This is an optimization exercise on Yosys and OpenROAD, whose aim is small area, not a production implementation.
In this exercise RTL edits were held to simulation tests only and were not proved equivalent to the original.
No activity file was given, so power comes from the tool's default toggle rates.

==> flow/design.v <==
package grf_scoreboard_pkg;
    localparam int unsigned WIDTH  = 32;
    localparam int unsigned NREG   = 32;
    localparam int unsigned REG_AW = 5;
    typedef logic [REG_AW-1:0] reg_idx_t;
    typedef logic [WIDTH-1:0]  word_t;
    localparam reg_idx_t REG_ZERO = 5'd0;
    function automatic logic is_live(input logic [REG_AW-1:0] idx);
        is_live = (idx != 5'd0);
    endfunction
endpackage
module grf_scoreboard_scoreboard
(
    input  logic     clk,
    input  logic     reset,
    input  logic [grf_scoreboard_pkg::REG_AW-1:0] i_a1,
    input  logic [grf_scoreboard_pkg::REG_AW-1:0] i_a2,
    input  logic [grf_scoreboard_pkg::REG_AW-1:0] i_a3,
    input  logic     i_we,
    input  logic     i_issue_en,
    input  logic [grf_scoreboard_pkg::REG_AW-1:0] i_issue_dst,
    output logic     o_busy1_c,
    output logic     o_busy2_c
);
    logic [grf_scoreboard_pkg::NREG-1:0] r_pend;
    logic            w_wb_live;
    logic            w_issue_live;
    assign w_wb_live    = i_we && grf_scoreboard_pkg::is_live(i_a3);
    assign w_issue_live = i_issue_en && grf_scoreboard_pkg::is_live(i_issue_dst);
    always_ff @(posedge clk) begin
        if (reset) begin
            r_pend <= '0;
        end else begin
            if (w_wb_live) begin
                r_pend[i_a3] <= 1'b0;
            end
            if (w_issue_live) begin
                r_pend[i_issue_dst] <= 1'b1;
            end
        end
    end
    always_comb begin
        o_busy1_c = 1'b0;
        o_busy2_c = 1'b0;
        if (grf_scoreboard_pkg::is_live(i_a1)) begin
            o_busy1_c = r_pend[i_a1] && !(i_we && (i_a3 == i_a1));
        end
        if (grf_scoreboard_pkg::is_live(i_a2)) begin
            o_busy2_c = r_pend[i_a2] && !(i_we && (i_a3 == i_a2));
        end
    end
endmodule
module grf_scoreboard
(
    input  logic     clk,
    input  logic     reset,
    input  logic [grf_scoreboard_pkg::REG_AW-1:0] A1,
    input  logic [grf_scoreboard_pkg::REG_AW-1:0] A2,
    output logic [grf_scoreboard_pkg::WIDTH-1:0] RD1,
    output logic [grf_scoreboard_pkg::WIDTH-1:0] RD2,
    output logic     busy1,
    output logic     busy2,
    input  logic [grf_scoreboard_pkg::REG_AW-1:0] A3,
    input  logic [grf_scoreboard_pkg::WIDTH-1:0] WD,
    input  logic     WE,
    input  logic     issue_en,
    input  logic [grf_scoreboard_pkg::REG_AW-1:0] issue_dst
);
    logic [grf_scoreboard_pkg::WIDTH-1:0] r_regs [grf_scoreboard_pkg::NREG];
    logic [grf_scoreboard_pkg::WIDTH-1:0] w_rd1;
    logic [grf_scoreboard_pkg::WIDTH-1:0] w_rd2;
    logic  w_busy1;
    logic  w_busy2;
    logic  w_wr_live;
    assign w_wr_live = WE && grf_scoreboard_pkg::is_live(A3);
    always_ff @(posedge clk) begin
        if (reset) begin
            for (int i = 0; i < int'(grf_scoreboard_pkg::NREG); i++) begin
                r_regs[i] <= '0;
            end
        end else if (w_wr_live) begin
            r_regs[A3] <= WD;
        end
    end
    always_comb begin
        w_rd1 = '0;
        w_rd2 = '0;
        if (grf_scoreboard_pkg::is_live(A1)) begin
            w_rd1 = (w_wr_live && (A3 == A1)) ? WD : r_regs[A1];
        end
        if (grf_scoreboard_pkg::is_live(A2)) begin
            w_rd2 = (w_wr_live && (A3 == A2)) ? WD : r_regs[A2];
        end
    end
    grf_scoreboard_scoreboard u_sb (
        .clk         (clk),
        .reset       (reset),
        .i_a1        (A1),
        .i_a2        (A2),
        .i_a3        (A3),
        .i_we        (WE),
        .i_issue_en  (issue_en),
        .i_issue_dst (issue_dst),
        .o_busy1_c   (w_busy1),
        .o_busy2_c   (w_busy2)
    );
    assign RD1   = w_rd1;
    assign RD2   = w_rd2;
    assign busy1 = w_busy1;
    assign busy2 = w_busy2;
endmodule
==> flow/run.sh <==
#!/bin/bash
# synth_recipe.tcl (not shown) runs the flow's synth.tcl, then flattens the netlist and writes it again
# the make line also repeats each setting of config.mk as NAME=value (left out here)
make -C /OpenROAD-flow-scripts/flow DESIGN_CONFIG=/design/flow/config.mk WORK_HOME=/design/flow/orfs CLKGATE_MAP_FILE= SYNTH_SCRIPT=/design/flow/synth_recipe.tcl finish
==> flow/config.mk <==
export PLATFORM = sky130hd
export DESIGN_NAME = grf_scoreboard
export DESIGN_NICKNAME = grf_scoreboard
export VERILOG_FILES = /design/flow/design.v
export SDC_FILE = /design/flow/constraint.sdc
export NUM_CORES = 4
export LEC_CHECK = 0
export CAP_MARGIN = 20
export CORE_MARGIN = 2
export CORE_UTILIZATION = 40
export PLACE_DENSITY = 0.6
export SLEW_MARGIN = 20
==> flow/constraint.sdc <==
create_clock -name core_clock -period 6.0 [get_ports {clk}]
set_input_delay 1.2000 -clock core_clock [delete_from_list [all_inputs] [get_ports {clk}]]
set_output_delay 1.2000 -clock core_clock [all_outputs]
set_load 0.01 [all_outputs]
==> run summary <==
-- placed cells by master, fill, tap and decap left out, types with 36 or more instances in the layout --
cell type | netlist | routed
and2_1 | 1028 | 1028
edfxtp_1 | 1024 | 1024
mux4_2 | 447 | 447
buf_4 | 30 | 235
nand2_1 | 178 | 178
mux2i_1 | 130 | 130
clkbuf_16 | 0 | 114
a21oi_1 | 113 | 113
clkdlybuf4s50_1 | 0 | 110
mux2_2 | 98 | 98
o21ai_0 | 91 | 91
nor2_1 | 101 | 69
o22ai_1 | 62 | 62
nand3_1 | 50 | 50
buf_12 | 1 | 46
or2_2 | 36 | 36
-- critical path, cell delays in order --
cell             delay [ns]
clkdlybuf4s50_1        0.50
inv_1                  0.07
ha_1                   0.26
and2_1                 0.16
ha_1                   0.18
nand2b_1               0.22
or3_4                  0.60
nand3_1                0.17
buf_4                  0.33
o211ai_1               0.16
clkdlybuf4s50_1        0.52
-- kinds of logic after synthesis --
| family | synth area share (%) |
|---|---|
| AOI/OAI and AO/OA | 5.159 |
| xor gates and xnor gates | 0.2870 |
| adders and majority gates | 0.2158 |
| buffers and inverters | 3.562 |
| DFF | 54.13 |
| muxes | 21.55 |
| and+or+nand+nor | 15.09 |
-- per-stage QoR --
| step | instance area [um^2] | util, % | power, mW |
|---|---|---|---|
| floorplan | 57990 | - | 10.16 |
| global placement | 62500 | 43.46 | 11.33 |
| detailed placement | 62500 | 43.46 | 11.36 |
| CTS | 65980 | 45.88 | 18.03 |
| global route | 65990 | 45.88 | 18.46 |
| finish | 66010 | 45.89 | 18.05 |
-- final timing paths --
path / from / end / cells past startpoint
hold reg to reg: u_sb.r_pend[6]$_SDFF_PP0_ / u_sb.r_pend[6]$_SDFF_PP0_ / 2
setup reg to reg: u_sb.r_pend[4]$_SDFF_PP0_ / u_sb.r_pend[4]$_SDFF_PP0_ / 2
hold / removal: u_sb.r_pend[6]$_SDFF_PP0_ / u_sb.r_pend[6]$_SDFF_PP0_ / 2
setup / recovery: A3[0] / RD2[25] / 11
-- per-layer routing --
layer	GRT usage, %	vias up
met5	0	-
met1	39.88	20729
met3	7.977	602
met4	13.10	2
met2	46.28	2884
li1	-	16025
-- power by group --
part / switching (mW) / total, mW / internal (mW) / leakage [nW]
combinational: 1.52 / 2.60 / 1.08 / 11.0
clock: 3.05 / 6.77 / 3.72 / 1.69
sequential: 0.197 / 8.67 / 8.47 / 10.0
-- final cells by class --
type	count	area [um^2]	share of cell area, %
diodes	9	22.52	0.03412
clock buffers	132	2920	4.424
clock inverters	75	556.8	0.8435
inverters	13	48.80	0.07393
multi-input cells	2674	24800	37.57
flip-flops and latches	1056	31390	47.55
well taps	1903	2381	3.607
repair buffers	401	3891	5.895
-- sequential cells by signal, indices dropped and copies added (netlist names) --
signal       flops
r_regs        1024
u_sb.r_pend     32
==> results.py <==
metrics = {
    "status": {
        "outcome": "complete, no violations",
    },
    "logic_synthesis": {
        "yosys-top-cells-count": "and2_1, edfxtp_1, mux4_2",
        "yosys_warnings": 2,
        "netlist.area_leader.share_pct": 53.03,
        "synth_flop_cell": "edfxtp_1",
        "yosysSeqAreaShare_pct": 54.13,
        "syn_nets": 4229,
        "synth_seq_cells": 1056,
        "synth_area_leader_cell": "edfxtp_1",
        "netlist_instances": 4163,
        "synth-edff-count": 1024,
        "synth_most_common_cell": "and2_1",
        "synth_area_mm2": 0.05799,
        "ys_top_cells_by_area": "edfxtp_1, mux4_2, and2_1",
        "synth.distinct_cells": 68,
        "syn_area_per_cell_um2": 13.93,
        "async_flop_share_pct": 0,
    },
    "clock_network": {
        "root_buffer": "clkbuf_16",
        "max-clock-path-buffers": 3,
        "ctsHoldBuffers": 0,
        "insertion_delay_ns": 0.74,
        "ctsResizeCount": 0,
        "cts_setup_buffers": 0,
        "cts_sinks": 1056,
        "path_clk_slew_ns": 0.06,
        "cts_tree": "yes",
        "numCtsBuffers": 112,
        "htreeDepth": 3,
    },
    "die": {
        "initial_core_util_pct": 40.32,
        "io_pins": 122,
        "dieWidth_um": 384.8,
        "die_y_um": 384.8,
        "coreArea_mm2": 0.1438,
        "rows": 139,
        "die_area_mm2": 0.1480,
    },
    "finish": {
        "fillers": 12566,
        "finalNonFillerCells": 6263,
        "synthToLayoutAreaGrowth_pct": 13.83,
        "drive_gt1_share_pct": 24.68,
        "fin_nets": 4324,
    },
    "placed_design": {
        "dp_hpwl_um": 136900,
        "gp_congestion": 0.9044,
        "place_ws_ns": 0.1947,
        "io_buffer_count": 121,
        "dp.cells": 6047,
    },
    "sta": {
        "drv_slew": 0,
        "period_needed_ns": 5.610,
        "max_slew_margin_pct": 31.71,
        "hold_viol_final": 0,
        "whs_ns": 0.4905,
        "finalSetupViolCount": 0,
        "fmax_mhz": 178.3,
        "fin_setup_tns_ns": 0,
        "tightestPinTransition_ns": 1.021,
        "fin_skew_ns": 0,
        "period_share_pct": 93.49,
        "layout_setup_ws_ns": 0.3905,
        "grt_setup_unrepaired": "no",
    },
    "worst_setup_path": {
        "arrival_ns": 4.41,
        "crit_path_end_kind": "output pin",
        "crit_required_ns": 4.80,
        "r2r_slack_ns": 5.27,
        "crit_type": "in -> out",
        "start_kind": "primary input",
        "worstPathMaxFanout": 22,
    },
    "drt": {
        "drc_errors": 0,
        "met3_length_um": 27830,
        "num_vias": 40242,
        "wire_per_inst_um": 35.72,
        "wl_met2_um": 100800,
        "drt-vias-per-instance": 6.425,
        "wl_met1_um": 83440,
        "drt_iter0_markers": 6426,
        "dr.pass1.iters": 6,
        "highest_layer": "met5",
        "wl_um": 223700,
        "ant_nets": 0,
    },
    "min_path": {
        "min_path_type": "reg -> reg",
    },
    "global_routing": {
        "track_usage_pct": 29.98,
        "grt_max_degree": 69,
        "overflow": 0,
        "antenna_found_initial": 17,
        "grt_pass1_vias": 38923,
        "grt_pass1_wl_um": 308800,
    },
    "power_and_ir_drop": {
        "ir_drop_uv": 222.9,
        "p_leak_nw": 22.72,
        "p_per_area_mw_per_mm2": 273.4,
    },
    "run": {
        "drv_cap": 0,
    },
}

[re-timing with driven ports]
How much do the figures lean on ideal ports? The routed layout below was timed once more, with nothing changed but the port constraints.
Step 1, drivers: a clkbuf_16 drives clk and a buf_2 each remaining input, both assumed.
Step 2, shift: input delay + t, output delay - t, t = (earliest + latest rising clock arrival at the registers) / 2. This alone moves slack from input paths to output paths.
a / b / c = ideal ports / drivers / drivers and shift; a / b = the first two.
t, ns: 0.810
setup WS [ns]: 0.390 / 0.361 / 0.361
worst setup path after step 2: input to output
clock arrival spread, ns: 0.037 / 0.037
After both steps this run still meets setup and hold. The setup slack of this run moves by -0.029 ns with the drivers and by -0.029 ns with both steps.
